From an optimization exercise on the open Yosys and OpenROAD flow, aimed at small area; shortcuts taken in it are not production practice.
Function was checked by simulation only, so behaviour that the tests miss may differ from the original.
No activity file was given, so power comes from the tool's default toggle rates.

==> flow/constraint.sdc <==
create_clock -name core_clock -period 5.5 [get_ports {clk}]
set_input_delay 1.1000 -clock core_clock [delete_from_list [all_inputs] [get_ports {clk}]]
set_output_delay 1.1000 -clock core_clock [all_outputs]
set_load 0.01 [all_outputs]
==> flow/run.sh <==
#!/bin/bash
# synth_recipe.tcl (not shown) runs the flow's synth.tcl, then flattens the netlist and writes it again
# the make line also repeats each setting of config.mk as NAME=value (left out here)
make -C /OpenROAD-flow-scripts/flow DESIGN_CONFIG=/design/flow/config.mk WORK_HOME=/design/flow/orfs CLKGATE_MAP_FILE= SYNTH_SCRIPT=/design/flow/synth_recipe.tcl finish
==> flow/design.v <==
`timescale 1ns/100ps
`default_nettype none
package busPkg;
	typedef logic [31:0] busWord;
	typedef logic [63:0] aluWide;
	typedef logic [4:0] selCode;
	localparam int sourceCount = 24;
	localparam selCode selNone = 5'd31;
	typedef enum logic [4:0] {
		srcR0,
		srcR1,
		srcR2,
		srcR3,
		srcR4,
		srcR5,
		srcR6,
		srcR7,
		srcR8,
		srcR9,
		srcR10,
		srcR11,
		srcR12,
		srcR13,
		srcR14,
		srcR15,
		srcHi,
		srcLo,
		srcZHi,
		srcZLo,
		srcPc,
		srcMdr,
		srcInPort,
		srcC
	} busSource;
	typedef struct packed {
		logic cOut;
		logic inPortOut;
		logic mdrOut;
		logic pcOut;
		logic zLoOut;
		logic zHiOut;
		logic loOut;
		logic hiOut;
		logic r15Out;
		logic r14Out;
		logic r13Out;
		logic r12Out;
		logic r11Out;
		logic r10Out;
		logic r9Out;
		logic r8Out;
		logic r7Out;
		logic r6Out;
		logic r5Out;
		logic r4Out;
		logic r3Out;
		logic r2Out;
		logic r1Out;
		logic r0Out;
	} outStrobes;
	typedef struct packed {
		logic hiIn;
		logic loIn;
		logic zIn;
		logic pcIn;
		logic mdrIn;
		logic mdrRead;
	} specialIn;
	typedef struct packed {
		busWord hi;
		busWord lo;
		busWord zHi;
		busWord zLo;
		busWord pc;
		busWord mdr;
		busWord inPort;
	} specialWords;
endpackage
`default_nettype wire
`timescale 1ns/100ps
`default_nettype none
module busEncoder (
	input busPkg::outStrobes outSel,
	output busPkg::selCode code
);
	logic [busPkg::sourceCount-1:0] strobeBits;
	logic found;
	assign strobeBits = outSel;
	always_comb begin
		code = busPkg::selNone;
		found = 1'b0;
		for (int i = 0; i < busPkg::sourceCount; i++) begin
			if (strobeBits[i] && !found) begin
				code = i[4:0];
				found = 1'b1;
			end
		end
	end
endmodule
`default_nettype wire
`timescale 1ns/100ps
`default_nettype none
module busMultiplexer #(
	parameter int regCount = 16
) (
	input busPkg::selCode code,
	input logic [regCount-1:0][31:0] regWords,
	input busPkg::specialWords spWords,
	input busPkg::busWord cSignExtended,
	output busPkg::busWord busValue
);
	localparam int idxWidth = $clog2(regCount);
	logic [idxWidth-1:0] regIdx;
	logic regValid;
	assign regIdx = code[idxWidth-1:0];
	assign regValid = {27'd0, code} < regCount;
	always_comb begin
		busValue = '0;
		case (code)
			busPkg::srcR0,
			busPkg::srcR1,
			busPkg::srcR2,
			busPkg::srcR3,
			busPkg::srcR4,
			busPkg::srcR5,
			busPkg::srcR6,
			busPkg::srcR7,
			busPkg::srcR8,
			busPkg::srcR9,
			busPkg::srcR10,
			busPkg::srcR11,
			busPkg::srcR12,
			busPkg::srcR13,
			busPkg::srcR14,
			busPkg::srcR15: begin
				if (regValid) begin
					busValue = regWords[regIdx];
				end
			end
			busPkg::srcHi: begin
				busValue = spWords.hi;
			end
			busPkg::srcLo: begin
				busValue = spWords.lo;
			end
			busPkg::srcZHi: begin
				busValue = spWords.zHi;
			end
			busPkg::srcZLo: begin
				busValue = spWords.zLo;
			end
			busPkg::srcPc: begin
				busValue = spWords.pc;
			end
			busPkg::srcMdr: begin
				busValue = spWords.mdr;
			end
			busPkg::srcInPort: begin
				busValue = spWords.inPort;
			end
			busPkg::srcC: begin
				busValue = cSignExtended;
			end
			default: begin
				busValue = '0;
			end
		endcase
	end
endmodule
`default_nettype wire
`timescale 1ns/100ps
`default_nettype none
module registerFile #(
	parameter int regCount = 16
) (
	input logic clk,
	input logic arstN,
	input logic [regCount-1:0] regIn,
	input busPkg::busWord busValue,
	output logic [regCount-1:0][31:0] regWords
);
	logic [regCount-1:0][31:0] regs;
	always_ff @(posedge clk or negedge arstN) begin
		if (!arstN) begin
			for (int i = 0; i < regCount; i++) begin
				regs[i] <= '0;
			end
		end else begin
			for (int i = 0; i < regCount; i++) begin
				if (regIn[i]) begin
					regs[i] <= busValue;
				end
			end
		end
	end
	assign regWords = regs;
endmodule
`default_nettype wire
`timescale 1ns/100ps
`default_nettype none
module specialRegisters
(
	input logic clk,
	input logic arstN,
	input busPkg::specialIn spIn,
	input busPkg::busWord busValue,
	input busPkg::busWord inPortData,
	input busPkg::busWord memData,
	input busPkg::aluWide aluResult,
	output busPkg::specialWords spWords
);
	busPkg::busWord hiReg;
	busPkg::busWord loReg;
	busPkg::busWord zHiReg;
	busPkg::busWord zLoReg;
	busPkg::busWord pcReg;
	busPkg::busWord mdrReg;
	busPkg::busWord inPortReg;
	always_ff @(posedge clk or negedge arstN) begin
		if (!arstN) begin
			hiReg <= '0;
			loReg <= '0;
			pcReg <= '0;
		end else begin
			if (spIn.hiIn) begin
				hiReg <= busValue;
			end
			if (spIn.loIn) begin
				loReg <= busValue;
			end
			if (spIn.pcIn) begin
				pcReg <= busValue;
			end
		end
	end
	always_ff @(posedge clk or negedge arstN) begin
		if (!arstN) begin
			mdrReg <= '0;
		end else if (spIn.mdrRead) begin
			mdrReg <= memData;
		end else if (spIn.mdrIn) begin
			mdrReg <= busValue;
		end
	end
	always_ff @(posedge clk or negedge arstN) begin
		if (!arstN) begin
			zHiReg <= '0;
			zLoReg <= '0;
		end else if (spIn.zIn) begin
			zHiReg <= aluResult[63:32];
			zLoReg <= aluResult[31:0];
		end
	end
	always_ff @(posedge clk or negedge arstN) begin
		if (!arstN) begin
			inPortReg <= '0;
		end else begin
			inPortReg <= inPortData;
		end
	end
	assign spWords = {hiReg, loReg, zHiReg, zLoReg, pcReg, mdrReg, inPortReg};
endmodule
`default_nettype wire
`timescale 1ns/100ps
`default_nettype none
module busDatapath #(
	parameter int regCount = 16
) (
	input logic clk,
	input logic arstN,
	input logic [23:0] outSel,
	input logic [regCount-1:0] regIn,
	input logic [5:0] spIn,
	input logic [31:0] inPortData,
	input logic [31:0] memData,
	input logic [31:0] cSignExtended,
	input logic [63:0] aluResult,
	output logic [31:0] busValue
);
	busPkg::selCode code;
	logic [regCount-1:0][31:0] regWords;
	busPkg::specialWords spWords;
	busEncoder encoder (
		.outSel(outSel),
		.code(code)
	);
	busMultiplexer #(
		.regCount(regCount)
	) mux (
		.code(code),
		.regWords(regWords),
		.spWords(spWords),
		.cSignExtended(cSignExtended),
		.busValue(busValue)
	);
	registerFile #(
		.regCount(regCount)
	) regFile (
		.clk(clk),
		.arstN(arstN),
		.regIn(regIn),
		.busValue(busValue),
		.regWords(regWords)
	);
	specialRegisters spRegs (
		.clk(clk),
		.arstN(arstN),
		.spIn(spIn),
		.busValue(busValue),
		.inPortData(inPortData),
		.memData(memData),
		.aluResult(aluResult),
		.spWords(spWords)
	);
endmodule
`default_nettype wire
==> flow/config.mk <==
export PLATFORM = sky130hd
export DESIGN_NAME = busDatapath
export DESIGN_NICKNAME = busDatapath
export VERILOG_FILES = /design/flow/design.v
export SDC_FILE = /design/flow/constraint.sdc
export NUM_CORES = 4
export LEC_CHECK = 0
export CAP_MARGIN = 20
export CORE_MARGIN = 2
export CORE_UTILIZATION = 40
export SETUP_SLACK_MARGIN = 0.2
export SLEW_MARGIN = 20
==> qor.txt <==
Data required, critical path = 4.40 ns
Synth unique cells = 60
GRT met2 Usage = 42.0%
CTS max path bufs = 3
Largest net degree at the start of global routing = 155
# DRC = 0
Most used cell, CP = buf_12
Grt ovf = 0
Drt total wl = 121000 um
Leakage = 18.9 nW
Max cap viols = 0
Antenna violations before repair = 1
Die area = 0.0932 mm^2
Cell family with most CP delay = simple AND/OR/NAND/NOR gates
Buf/Inv on CP = 5
Mapped Nets = 3155
Detailed Routing Iterations Pass 1 = 8
RSZ-0062 raised after global routing = true
Critical path cell sequence = clkdlybuf4s50_1 > or4b_4 > o2bb2ai_4 > nor2_4 > nor3_4 > buf_12 > buf_12 > buf_12 > o2111ai_1 > nand4_1 > nor3_4 > buf_2
Final period utilization = 96.0%
Final setup viols = 0
P_int = 13.4 mW
Crit path kind = input pin to primary output
Root Buffer = clkbuf_16
Setup Skew = 0.0177 ns
Top-area cell type share of the netlist area = 50.7%
Crit start category = input pin
Status = no timing/DRC/antenna violations
Peak supply drop = 0.225 mV
Worst slew pin tran = 1.18 ns
Synthesis Warnings = 4
GP Congestion = 0.922
Met1 Use GR = 33.1%
Critical path arrival = 4.18 ns
Clk Latency, worst-skew pair = 0.65 ns
Clock share of power = 29.2%
Via density = 6.13
Drt wl/cell = 26.7 um
Grt met3 use = 3.87%
Core area = 0.0900 mm^2
# diodes = 0
Initial Utilization = 40.4%
Synth Register Bits = 736
Final Hold Fails = 0
Hpwl dp = 79100 um
FFs w/ async S/R, synth = 100%
GRT Overall Usage = 25.5%
Net Switching = 6.03 mW
Gr busiest metal = met2
Final net count = 3486
Overall Power = 19.5 mW
CTS H-tree depth = 3
Pwr Density = 430 mW/mm^2
Area growth, synth to finish = 24.8%
Hold WC Path Type = input pin to asynchronous set/reset pin
Gate power share = 26.9%
IO Pins = 240
Clk slew on worst S/H paths = 0.06 ns
Final Critical Period = 5.28 ns
Yosys top cell by area = dfrtp_1
Layout cell share with drive strength beyond 1 = 40.6%
Sequential fraction of the synthesis area = 50.7%
Die Wd = 305 um
Synth Flop Type = dfrtp_1
Placed cell area = 0.0416 mm^2
CTS tree = done
Cells after Synth = 2947
Post-Syn Area = 0.0363 mm^2
Number of cell rows = 110
Critical path endpoint category = primary output
Sw Share = 31.0%
Sequential Area = 0.0184 mm^2
Final Max Slew Viols = 0
Post-synth EDFFs = 0
Via Count = 27708
Area of the multi-input gates = 0.0157 mm^2
Most common cell in the netlist = dfrtp_1
Post-DRT Antenna Nets = 0
Num CTS Buffers = 82
Clock sink count = 736
Fill cell count = 7753
Port buffer count = 239
Fmax = 0.189 GHz
Critical path's slowest cell = or4b_4
Synth Area per Inst = 12.3 um^2
Synth top area cells = dfrtp_1 51%, mux2_2 21%, nand4_1 4.9%, o2111ai_1 4.5%, inv_1 2.2%
CP peak stage delay = 0.56 ns
Rel. slew slack = 21.3%
CP max FO = 41
Post-synth top cells = 736 x dfrtp_1, 665 x mux2_2, 284 x nand4_1
Part of the power in registers = 43.8%
Starting DRT DRC Count = 2545
Die Y = 305 um
Post-route design area = 0.0453 mm^2
First-pass GRT wire length = 184000 um
Vias in the first global route = 29153
## cells in the final DEF (no fill, tap or decap), drive strengths merged, types with 26 or more instances in the layout
master         count
dfrtp            736
mux2             684
buf              395
nand4            284
inv              217
o2111ai          186
clkdlybuf4s50    168
clkbuf           128
nor3              44
nand2             37
a21oi             36
a31oi             36
o31ai             34
a32oi             32
a22oi             32
a222oi            32
nor3b             32
a2111oi           32
a221o             31
nand3             26
## layer usage
layer | part of all wire [%] | vias up
met5 | 0.0099 | -
met4 | 4.7 | 2
met3 | 6.8 | 274
met2 | 48 | 1190
met1 | 41 | 14372
li1 | - | 11870
## metrics by stage
step | instances | setup TNS (ns) | utilization [%] | hold WS, ns | setup WS, ns
finish | 4521 | 0 | 50.4 | 0.423 | 0.222
CTS | 4508 | 0 | 50.0 | 0.482 | 0.192
floorplan | 2947 | 0 | - | 0.475 | 0.865
global placement | 4327 | -13.71 | 46.2 | 0.483 | -0.506
detailed placement | 4328 | -13.91 | 46.2 | 0.490 | -0.545
global route | 4521 | 0 | 50.4 | 0.489 | 0.154
## registers in the layout, summed over array words and instances (netlist names)
register and count:
regFile.regs 512, spRegs.hiReg 32, spRegs.inPortReg 32, spRegs.loReg 32, spRegs.mdrReg 32, spRegs.pcReg 32
spRegs.zHiReg 32, spRegs.zLoReg 32
## worst paths after layout
kind | startpoint | to | slack (ns) | cells after the start
max | outSel[13] | busValue[7] | 0.22 | 12
min | arstN | spRegs.zHiReg[10]$_DFFE_PN0P_ | 0.42 | 1
max reg2reg | spRegs.zHiReg[15]$_DFFE_PN0P_ | spRegs.mdrReg[15]$_DFFE_PN0P_ | 2.99 | 7
min reg2reg | regFile.regs[282]$_DFFE_PN0P_ | regFile.regs[282]$_DFFE_PN0P_ | 0.50 | 1
max in group asynchronous | arstN | regFile.regs[308]$_DFFE_PN0P_ | 3.67 | 2
min in group core_clock | regFile.regs[282]$_DFFE_PN0P_ | regFile.regs[282]$_DFFE_PN0P_ | 0.50 | 1
## kinds of logic (layout without fill, tap and decap cells)
kind of cell / count (synthesis) / count (layout) / synth area share [%]
compound gates: 490 / 490 / 12.1
flops: 736 / 736 / 50.7
mux: 685 / 685 / 21.4
buf+inv: 570 / 967 / 7.53
simple gates: 466 / 467 / 8.26
## power groups by stage
stage / registers [mW] / clock network (mW) / logic [mW]
global placement: 8.49 / 0 / 4.95
detailed placement: 8.61 / 0 / 5.12
CTS: 8.53 / 5.79 / 5.22
floorplan: 8.23 / 0 / 3.71
global route: 8.78 / 6.02 / 5.65
finish: 8.53 / 5.69 / 5.25
## final cells by class
| class | count | area share, % |
|---|---|---|
| Clock inverter | 33 | 0.905 |
| Clock buffer | 118 | 5.29 |
| Inverter | 213 | 1.76 |
| Multi-Input combinational cell | 1642 | 34.7 |
| Tap cell | 1176 | 3.25 |
| Sequential cell | 736 | 40.6 |
| Timing Repair Buffer | 603 | 13.4 |
## repair_timing
item | in CTS | in global routing
endpoints found under the setup margin | 32 | 32
pin swaps | 79 | 37
cloned | 3 | 3
buffers inserted | 26 | 9
gates resized for setup | 162 | 42
endpoints found under the hold margin | 0 | 0
hold buffers | 0 | 0

afterwards: timing with drivers on the ports:
No port has a modelled driver above. Below, the same layout with a new extraction and two added sets of constraints. Step 1 sets driving cells, clkbuf_16 on the clock port and buf_2 on the other inputs (assumed; they add their load-dependent delay and slew). Step 2, shift: input delay + t, output delay - t, t = (earliest + latest rising clock arrival at the registers) / 2. This alone moves slack from input paths to output paths. Three values: no drivers, after step 1, after step 2; two values: the first two.
t, ns: 0.707
setup WS [ns]: 0.222 / 0.193 / 0.193
hold WS [ns]: 0.423 / 0.409 / 0.505
clock arrival spread, ns: 0.026 / 0.026
slew at the worst register clock pin (ns): 0.07 / 0.07
After both steps setup and hold are still met in this run. For this run, drivers alone change the setup slack by -0.029 ns; drivers and shift together by -0.029 ns.
